Context: an optimization exercise on an open-source flow, tuned for small area and a short achievable clock period. The choices shown serve that exercise and are no tape-out recipe.
Function was checked by simulation only, so behaviour that the tests miss may differ from the original.
Power and IR drop assume default switching activity.

## design/flow/config.mk

```make
export PLATFORM = sky130hd
export DESIGN_NAME = rs_alu
export DESIGN_NICKNAME = rs_alu
export VERILOG_FILES = /design/flow/design.v
export SDC_FILE = /design/flow/constraint.sdc
export NUM_CORES = 4
export LEC_CHECK = 0
export CAP_MARGIN = 20
export CORE_MARGIN = 2
export CORE_UTILIZATION = 40
export SLEW_MARGIN = 20
```

## design/flow/constraint.sdc

```tcl
create_clock -name core_clock -period 7.5 [get_ports {clk}]
set_input_delay 1.5000 -clock core_clock [delete_from_list [all_inputs] [get_ports {clk}]]
set_output_delay 1.5000 -clock core_clock [all_outputs]
set_load 0.01 [all_outputs]
```

## design/flow/design.v

```verilog
`timescale 1ns/1ps
package rs_pkg;
  localparam int N_ENT     = 8;
  localparam int ENT_SEL   = 3;
  localparam int TAG_W     = 6;    
  localparam int DATA_W    = 32;
  localparam int SPECTAG_W = 5;
  localparam int AGE_W     = 6;    
  localparam int DLY_W     = 3;    
  localparam int OP_W      = 4;
  typedef enum logic [OP_W-1:0] {
    ALU_ADD  = 4'd0,
    ALU_SUB  = 4'd1,
    ALU_AND  = 4'd2,
    ALU_OR   = 4'd3,
    ALU_XOR  = 4'd4,
    ALU_SLL  = 4'd5,
    ALU_SRL  = 4'd6,
    ALU_SRA  = 4'd7,
    ALU_SLT  = 4'd8,
    ALU_SLTU = 4'd9
  } alu_op_e;
  typedef struct packed {
    logic [TAG_W-1:0]     src_a;
    logic [TAG_W-1:0]     src_b;
    logic [DATA_W-1:0]    imm;
    logic [TAG_W-1:0]     dest;
    logic                 dest_valid;
    alu_op_e              alu_op;
    logic [SPECTAG_W-1:0] spectag;
    logic [AGE_W-1:0]     age;
    logic [DLY_W-1:0]     delay;     
  } rs_payload_t;
  localparam int PL_W = 2*TAG_W + DATA_W + TAG_W + 1 + OP_W + SPECTAG_W + AGE_W + DLY_W;   
endpackage
`timescale 1ns/1ps
import rs_pkg::*;
module rs_alloc (
  input  logic             disp_valid,
  input  logic [N_ENT-1:0] busy,          
  output logic [N_ENT-1:0] we,            
  output logic             full
);
  logic [ENT_SEL-1:0] free_idx;
  logic               found;
  always_comb
  begin
    found    = 1'b0;
    free_idx = '0;
    for (int i = N_ENT - 1; i >= 0; i--)
    begin
      if (!busy[i])
      begin
        found    = 1'b1;
        free_idx = ENT_SEL'(i);
      end
    end
  end
  always_comb
  begin
    we = '0;
    if (disp_valid && found)    
      we[free_idx] = 1'b1;
  end
  assign full = !found;
endmodule
`timescale 1ns/1ps
import rs_pkg::*;
module rs_entry (
  input  logic                 clk,
  input  logic                 rst,
  input  logic                 we,
  input  rs_pkg::rs_payload_t          wr_payload,
  input  logic                 wr_rdy_a,     
  input  logic                 wr_rdy_b,
  input  logic                 wr_specbit,
  input  logic                 grant,
  output logic                 ready,
  output logic                 busy,
  output rs_pkg::rs_payload_t          payload,
  output logic                 specbit_o,
  input  logic                 wk_valid,
  input  logic [TAG_W-1:0]     wk_tag,
  input  logic [DLY_W-1:0]     wk_delay,
  input  logic                 br_valid,
  input  logic                 br_success,
  input  logic [SPECTAG_W-1:0] br_tag
);
  rs_pkg::rs_payload_t      pl;
  logic             specbit;
  logic [1:0]       waiting;         
  logic [DLY_W-1:0] cnt [2];         
  logic [TAG_W-1:0] src_tag [2];
  logic [TAG_W-1:0] new_tag [2];
  logic [1:0]       new_rdy;
  logic [1:0]       hit;
  logic [1:0]       new_hit;
  logic [1:0]       src_rdy;
  logic [DLY_W-1:0] wk_load;
  logic             br_match;
  logic             kill;
  logic             disp_br_match;
  logic             disp_kill;
  assign wk_load = (wk_delay == '0) ? '0 : wk_delay - 1'b1;
  always_comb
  begin
    src_tag[0] = pl.src_a;
    src_tag[1] = pl.src_b;
    new_tag[0] = wr_payload.src_a;
    new_tag[1] = wr_payload.src_b;
    new_rdy    = {wr_rdy_b, wr_rdy_a};
    for (int s = 0; s < 2; s++)
    begin
      hit[s]     = wk_valid && (wk_tag == src_tag[s]);
      new_hit[s] = wk_valid && (wk_tag == new_tag[s]);
      src_rdy[s] = waiting[s] ? (hit[s] && wk_delay == '0) : (cnt[s] == '0);
    end
  end
  assign br_match      = br_valid && (br_tag == pl.spectag);
  assign kill          = br_match && !br_success && specbit;
  assign disp_br_match = br_valid && (br_tag == wr_payload.spectag);
  assign disp_kill     = disp_br_match && !br_success && wr_specbit;
  always_ff @(posedge clk)
  begin
    if (!rst)
    begin
      busy    <= 1'b0;
      specbit <= 1'b0;
      waiting <= '0;
      cnt[0]  <= '0;
      cnt[1]  <= '0;
    end
    else if (we)
    begin
      busy    <= !disp_kill;
      specbit <= wr_specbit && !disp_br_match;
      for (int s = 0; s < 2; s++)
      begin
        waiting[s] <= !new_rdy[s] && !new_hit[s];
        cnt[s]     <= (!new_rdy[s] && new_hit[s]) ? wk_load : '0;
      end
    end
    else
    begin
      if (grant || kill)
        busy <= 1'b0;
      if (br_match && br_success)
        specbit <= 1'b0;        
      for (int s = 0; s < 2; s++)
      begin
        if (waiting[s] && hit[s])
        begin
          waiting[s] <= 1'b0;
          cnt[s]     <= wk_load;
        end
        else if (cnt[s] != '0)
          cnt[s] <= cnt[s] - 1'b1;
      end
    end
  end
  always_ff @(posedge clk)
  begin
    if (we)
      pl <= wr_payload;
  end
  assign ready     = busy && src_rdy[0] && src_rdy[1];
  assign payload   = pl;
  assign specbit_o = specbit;
endmodule
`timescale 1ns/1ps
import rs_pkg::*;
module rs_issue_select (
  input  logic                        clk,
  input  logic                        rst,
  input  logic [N_ENT-1:0]            ready,
  input  logic [N_ENT*PL_W-1:0]       payloads,   
  input  logic [N_ENT-1:0]            specbits,
  output logic [N_ENT-1:0]            grant,      
  output logic                        issue_valid,
  output rs_pkg::rs_payload_t                 issue_op,
  output logic                        issue_specbit,
  output logic                        wk_valid,
  output logic [TAG_W-1:0]            wk_tag,
  output logic [DLY_W-1:0]            wk_delay
);
  logic               nd_v   [2*N_ENT-1];
  logic [AGE_W-1:0]   nd_age [2*N_ENT-1];
  logic [ENT_SEL-1:0] nd_idx [2*N_ENT-1];
  logic               pick_l;
  rs_pkg::rs_payload_t ent_pl;
  always_comb
  begin
    pick_l = 1'b0;
    ent_pl = '0;
    for (int i = 0; i < N_ENT; i++)
    begin
      nd_v[N_ENT-1+i]   = ready[i];
      ent_pl            = payloads[i*PL_W +: PL_W];
      nd_age[N_ENT-1+i] = ent_pl.age;
      nd_idx[N_ENT-1+i] = ENT_SEL'(i);
    end
    for (int n = N_ENT - 2; n >= 0; n--)
    begin
      pick_l    = nd_v[2*n+1] && (!nd_v[2*n+2] || nd_age[2*n+1] <= nd_age[2*n+2]);
      nd_v[n]   = nd_v[2*n+1] || nd_v[2*n+2];
      nd_age[n] = pick_l ? nd_age[2*n+1] : nd_age[2*n+2];
      nd_idx[n] = pick_l ? nd_idx[2*n+1] : nd_idx[2*n+2];
    end
  end
  always_comb
  begin
    grant = '0;
    if (nd_v[0])
      grant[nd_idx[0]] = 1'b1;
  end
  always_ff @(posedge clk)
  begin
    if (!rst)
      issue_valid <= 1'b0;
    else
      issue_valid <= nd_v[0];
  end
  always_ff @(posedge clk)
  begin
    if (nd_v[0])
    begin
      issue_op      <= payloads[nd_idx[0]*PL_W +: PL_W];
      issue_specbit <= specbits[nd_idx[0]];
    end
  end
  assign wk_valid = issue_valid && issue_op.dest_valid;
  assign wk_tag   = issue_op.dest;
  assign wk_delay = issue_op.delay;
endmodule
`timescale 1ns/1ps
import rs_pkg::*;
module rs_alu (
  input  logic                 clk,
  input  logic                 rst,
  input  logic                 disp_valid,
  input  logic [TAG_W-1:0]     disp_src_a,
  input  logic [TAG_W-1:0]     disp_src_b,
  input  logic [TAG_W-1:0]     disp_dest,
  input  logic                 disp_rdy_a,
  input  logic                 disp_rdy_b,
  input  logic [DATA_W-1:0]    disp_imm,
  input  logic                 disp_dest_valid,
  input  logic [OP_W-1:0]      disp_alu_op,
  input  logic [SPECTAG_W-1:0] disp_spectag,
  input  logic                 disp_specbit,
  input  logic [AGE_W-1:0]     disp_age,
  input  logic [DLY_W-1:0]     disp_delay,
  input  logic                 br_valid,
  input  logic                 br_success,
  input  logic [SPECTAG_W-1:0] br_tag,
  output logic                 full,
  output logic                 issue_valid,
  output logic [TAG_W-1:0]     issue_src_a,
  output logic [TAG_W-1:0]     issue_src_b,
  output logic [TAG_W-1:0]     issue_dest,
  output logic [DATA_W-1:0]    issue_imm,
  output logic                 issue_dest_valid,
  output logic [OP_W-1:0]      issue_alu_op,
  output logic [SPECTAG_W-1:0] issue_spectag,
  output logic                 issue_specbit
);
  rs_pkg::rs_payload_t               disp_payload;
  rs_pkg::rs_payload_t               issue_op;
  logic                      wk_valid;
  logic [TAG_W-1:0]          wk_tag;
  logic [DLY_W-1:0]          wk_delay;
  logic [N_ENT-1:0]          we;
  logic [N_ENT-1:0]          ready;
  logic [N_ENT-1:0]          busy;
  logic [N_ENT*PL_W-1:0]     payloads;
  logic [N_ENT-1:0]          specbits;
  logic [N_ENT-1:0]          grant;
  always_comb
  begin
    disp_payload.src_a      = disp_src_a;
    disp_payload.src_b      = disp_src_b;
    disp_payload.imm        = disp_imm;
    disp_payload.dest       = disp_dest;
    disp_payload.dest_valid = disp_dest_valid;
    disp_payload.alu_op     = rs_pkg::alu_op_e'(disp_alu_op);
    disp_payload.spectag    = disp_spectag;
    disp_payload.age        = disp_age;
    disp_payload.delay      = disp_delay;
  end
  rs_alloc u_alloc (
    .disp_valid (disp_valid),
    .busy       (busy),
    .we         (we),
    .full       (full)
  );
  genvar g;
  generate
    for (g = 0; g < N_ENT; g++)
    begin : g_ent
      rs_entry u_ent (
        .clk        (clk),
        .rst        (rst),
        .we         (we[g]),
        .wr_payload (disp_payload),
        .wr_rdy_a   (disp_rdy_a),
        .wr_rdy_b   (disp_rdy_b),
        .wr_specbit (disp_specbit),
        .grant      (grant[g]),
        .ready      (ready[g]),
        .busy       (busy[g]),
        .payload    (payloads[g*PL_W +: PL_W]),
        .specbit_o  (specbits[g]),
        .wk_valid   (wk_valid),
        .wk_tag     (wk_tag),
        .wk_delay   (wk_delay),
        .br_valid   (br_valid),
        .br_success (br_success),
        .br_tag     (br_tag)
      );
    end
  endgenerate
  rs_issue_select u_sel (
    .clk           (clk),
    .rst           (rst),
    .ready         (ready),
    .payloads      (payloads),
    .specbits      (specbits),
    .grant         (grant),
    .issue_valid   (issue_valid),
    .issue_op      (issue_op),
    .issue_specbit (issue_specbit),
    .wk_valid      (wk_valid),
    .wk_tag        (wk_tag),
    .wk_delay      (wk_delay)
  );
  assign issue_src_a      = issue_op.src_a;
  assign issue_src_b      = issue_op.src_b;
  assign issue_dest       = issue_op.dest;
  assign issue_imm        = issue_op.imm;
  assign issue_dest_valid = issue_op.dest_valid;
  assign issue_alu_op     = issue_op.alu_op;
  assign issue_spectag    = issue_op.spectag;
endmodule
```

## design/flow/run.sh

```bash
#!/bin/bash
# synth_recipe.tcl (not shown) runs the flow's synth.tcl, then flattens the netlist and writes it again
# the make line also repeats each setting of config.mk as NAME=value (left out here)
make -C /OpenROAD-flow-scripts/flow DESIGN_CONFIG=/design/flow/config.mk WORK_HOME=/design/flow/orfs CLKGATE_MAP_FILE= SYNTH_SCRIPT=/design/flow/synth_recipe.tcl finish
```

==> summary.txt <==
## what timing repair did
item	4_1_cts	5_1_grt
resized for setup	5	30
setup endpoints to repair	53	72
pin swaps	1	3
buffers inserted	4	19
gates cloned	3	1
## Yosys cell counts, drive strengths merged (5+ instances only)
master	instances	area, um^2
edfxtp	616	18500
a2111oi	257	2251
inv	220	825.8
a211oi	153	1149
nor3	145	725.7
buf	133	892.1
clkbuf	133	499.2
nor2	111	416.7
xor2	105	919.6
nand2	92	345.3
ha	82	1026
dfxtp	81	1622
mux2	74	833.3
xnor2	64	560.5
a21oi	62	314.1
o21ai	51	255.3
nand3	39	200.2
nor4	26	175.2
a31oi	24	150.1
mux2i	21	214.0
nand4	20	125.1
nand2b	17	106.4
and3	15	93.84
o211ai	15	112.6
a21o	13	97.59
nand3b	12	90.09
or2	12	75.07
and4	11	96.34
nor2b	11	68.82
o22ai	11	75.07
and2	10	62.56
o21a	7	52.55
a221oi	6	52.55
and3b	6	52.55
or4	6	48.80
a21boi	5	41.29
a32oi	5	62.56
o211a	5	50.05
or3	5	31.28
## cell type report
class	instances	area share
flip-flops and latches	697	0.5121
multi-input cells	1556	0.2977
repair buffers	259	0.06624
clock buffers	109	0.05774
well taps	1134	0.03612
inverters	221	0.02172
clock inverters	36	0.008026
diodes	5	0.0003185
## critical path: cells and delay by family, from the launching register on
family                     cells  cell delay, ns
muxes                          2            0.55
buffers and inverters          5            1.19
and+or+nand+nor                7            0.92
AOI/OAI and AO/OA             12            2.97
adders and majority gates      3            0.84
DFF                            1            0.51
## power by group
group | total (W) | switching (W) | internal (W)
clock | 0.00386 | 0.00157 | 0.00229
sequential | 0.00477 | 0.000162 | 0.00461
combinational | 0.00271 | 0.00169 | 0.00102
## worst paths after layout
kind                                                         endpoint  cells after the start                             startpoint  slack, ns
worst max-delay path                     u_sel.issue_op[61]$_DFFE_PP_                     29            u_sel.issue_op[1]$_DFFE_PP_       0.37
worst min-delay path            g_ent[6].u_ent.cnt[0][2]$_SDFFE_PN0P_                      2  g_ent[6].u_ent.cnt[0][2]$_SDFFE_PN0P_       0.48
worst max register to register           u_sel.issue_op[61]$_DFFE_PP_                     29            u_sel.issue_op[1]$_DFFE_PP_       0.37
worst min register to register  g_ent[6].u_ent.cnt[0][2]$_SDFFE_PN0P_                      2  g_ent[6].u_ent.cnt[0][2]$_SDFFE_PN0P_       0.48
## per-layer routing
layer  vias up  global-route usage
met5         -                   0
met4        12             0.08574
met3       235             0.04781
met2      1080              0.3968
met1     12160              0.3185
li1      10690                   -
## cell families after synthesis
group                    Yosys count  share of synthesized area
flip-flops                       697                     0.5946
AO/OA/AOI/OAI                    659                     0.1510
AND/OR/NAND/NOR                  551                    0.08376
buffers and inverters            487                    0.06564
XOR/XNOR                         169                    0.04375
multiplexers                      95                    0.03095
adder cells (fa/ha/maj)           82                    0.03032
## flip-flops by register name, summed over array words and instances, names as in the netlist
name,flops
g_ent.u_ent.busy,8
g_ent.u_ent.cnt,48
g_ent.u_ent.pl,552
g_ent.u_ent.specbit,8
g_ent.u_ent.waiting,16
u_sel.issue_op,63
u_sel.issue_specbit,1
u_sel.issue_valid,1
## metrics by stage
stage               instance area, um^2  cells
floorplan                         33840   2740
global placement                  36260   3840
detailed placement                36250   3840
CTS                               38990   3992
global route                      39280   4016
finish                            39290   4017
==> summary.txt <==
- The detailed router finished its first iteration with 2,458 violations.
- STA classifies the critical path startpoint as a flip-flop.
- The later pin in the worst-skew pair is clocked with a latency of between 0.6 and 0.7 ns.
- The sequential cells in the finished layout cover a total of 20,120 um^2.
- For this run, the total global-route usage over all layers was measured as 0.2419.
- The worst path required time is around 8 ns.
- In the layout the commonest cells are 616 x sky130_fd_sc_hd__edfxtp_1, 251 x sky130_fd_sc_hd__a2111oi_0, 211 x sky130_fd_sc_hd__inv_1.
- The clock drives roughly 700 sinks.
- After detailed routing, the average wire length per cell comes to 26.63 um.
- The most common cell after layout, fill and taps aside is sky130_fd_sc_hd__edfxtp_1.
- Total power for the finished layout comes to 0.01134 W.
- The tool flagged a number of max-cap violations equal to 0.
- The detailed router used layers up to and including met5.
- In this run, CTS created clock tree buffers numbering 80.
- The worst ir drop on vdd is between 0.0002 and 0.0003 V.
- Adding up every negative setup slack in the final design gives 0 ns.
- The delay of the slowest cell on the worst path is 0.51 ns.
- The initial antenna violation count is 12.
- The routed design could run at a clock period as short as 7.133 ns.
- The via count normalized by instance count is 6.017.
- The via count of the first global-routing pass is 23,940.
- Of the available clock period, the critical path in the final layout requires 0.9510.
- Power spread over the standard cell area amounts to just under 300 nW/um^2.
- For this design the static power due to leakage is 13.17 nW.
- The clock transition at the registers of the reported paths is 0.06 ns.
- The area taken by multi-input logic gates is about 12,000 um^2.
- The leading register cell type out of synthesis is sky130_fd_sc_hd__edfxtp_1.
- The clock tree synthesis step divided the H-tree into 3 levels.
- On the final layout, the worst clock skew is approximately 0.026 ns.
- The number of rows in the core area is 106.
- Once detail routing completed, the nets flagged for antenna violations numbered 0.
- The area of the core is roughly 84,000 um^2.
- The worst path meets setup with 0.3672 ns of slack.
- The total standard cell area after synthesis is 33,830 um^2.
- The HPWL after detailed placement is approximately 63 mm.
- The worst setup path is captured at a flip-flop.
- In this run the horizontal extent of the chip is between 200 and 300 um.
- Of the synthesized area, sequential elements account for 0.5946.
- For the pin with the worst max-slew slack, the measured transition is 1.169 ns.
- The vertical die dimension is 294.8 um.
- The post-synth net total is 2,904.
- The count of input and output buffers is 144.
- For this run, the detailed router's first-pass iteration total came to 6.
- For this design the top-level I/O count stands at 145.
- In the final routing, the length of wire on met1 measures 43.75 mm.
- The effective utilization at floorplan is 0.4043.
- In the synthesized netlist the async set-or-reset flop fraction comes to 0.
- The largest net degree at the start of global routing is around 150.
- The die area is 86,930 um^2.
- The mean instance size in the synthesized netlist is between 10 and 15 um^2.
- The run finished with no timing, DRC or antenna violations.
- The routed wire length on met3 is 8.641 mm.
- The largest fanout on the critical path is 56.
- TritonCTS built the clock tree.
- The total global routing overflow is 0.
- The setup path with the least slack is of type flip-flop to flip-flop.
- In this run the tightest slew margin relative to its limit is 0.2206.
- The slowest cell on the critical path is sky130_fd_sc_hd__edfxtp_1.
- In the final layout, the share of cells above drive strength 1 is 0.1178.
- Clock tree synthesis selected as its root buffer the cell sky130_fd_sc_hd__clkbuf_16.
- The final estimated routing congestion in global placement is roughly 0.95.
- The first global-routing pass estimated 157.3 mm of wire.
- The warning count from the yosys run is 10.
- The final number of hold-violating endpoints is 0.
- The final worst hold slack is approximately 0.48 ns.
- In the final design database the tool counted 2,979 nets.
- At the placement stage, the worst setup path has a slack of -0.2689 ns.
- The area added between synthesis and finish is 16.11%.
- The post-synthesis register bit count is 697.
- The utilization after layout is 0.4694.
- The number of synthesized flops with an enable pin is between 600 and 700.
- At the worst endpoint, the arrival time is around 7.6 ns.
- In the detailed route, the total length drawn on met2 is 51.05 mm.
- The total via count in the routed design is 24,170.
- The maximum achievable frequency is 140.2 MHz.
- No sink is reached through more buffers than the 3 on the longest clock path.
- After detailed routing, the number of remaining DRC violations is 0.
- The total wirelength of the detailed-routed design is roughly 110 mm.
- The path class of the tightest hold or removal check is flip-flop to flip-flop.
- Fill cells in the final layout number 7,389.
- Counting every instance in the synthesized netlist gives 2,740.
- The unique cell type count in the Yosys netlist is 86.
- The total count of max-transition violations in the final report is 0.
- For this design, the CTS-stage hold fixing added 0 buffers.
- The final-report setup violation count is 0.

## port drivers added, routing unchanged
Ports are ideal in the flow. The routed layout listed here was re-timed in OpenROAD.
Step 1 sets driving cells, clkbuf_16 on the clock port and buf_2 on the other inputs (assumed; they add their load-dependent delay and slew).
Step 2, shift: input delay + t, output delay - t, t = (earliest + latest rising clock arrival at the registers) / 2. This alone moves slack from input paths to output paths.
a / b / c = ideal ports / drivers / drivers and shift; a / b = the first two.
t (ns): 0.693
setup slack, ns: 0.367 / 0.367 / 0.367
pins driven straight from the clock port: 1
After both steps setup and hold are still met in this run. The setup slack of this run moves by 0.000 ns with the drivers and by 0.000 ns with both steps.
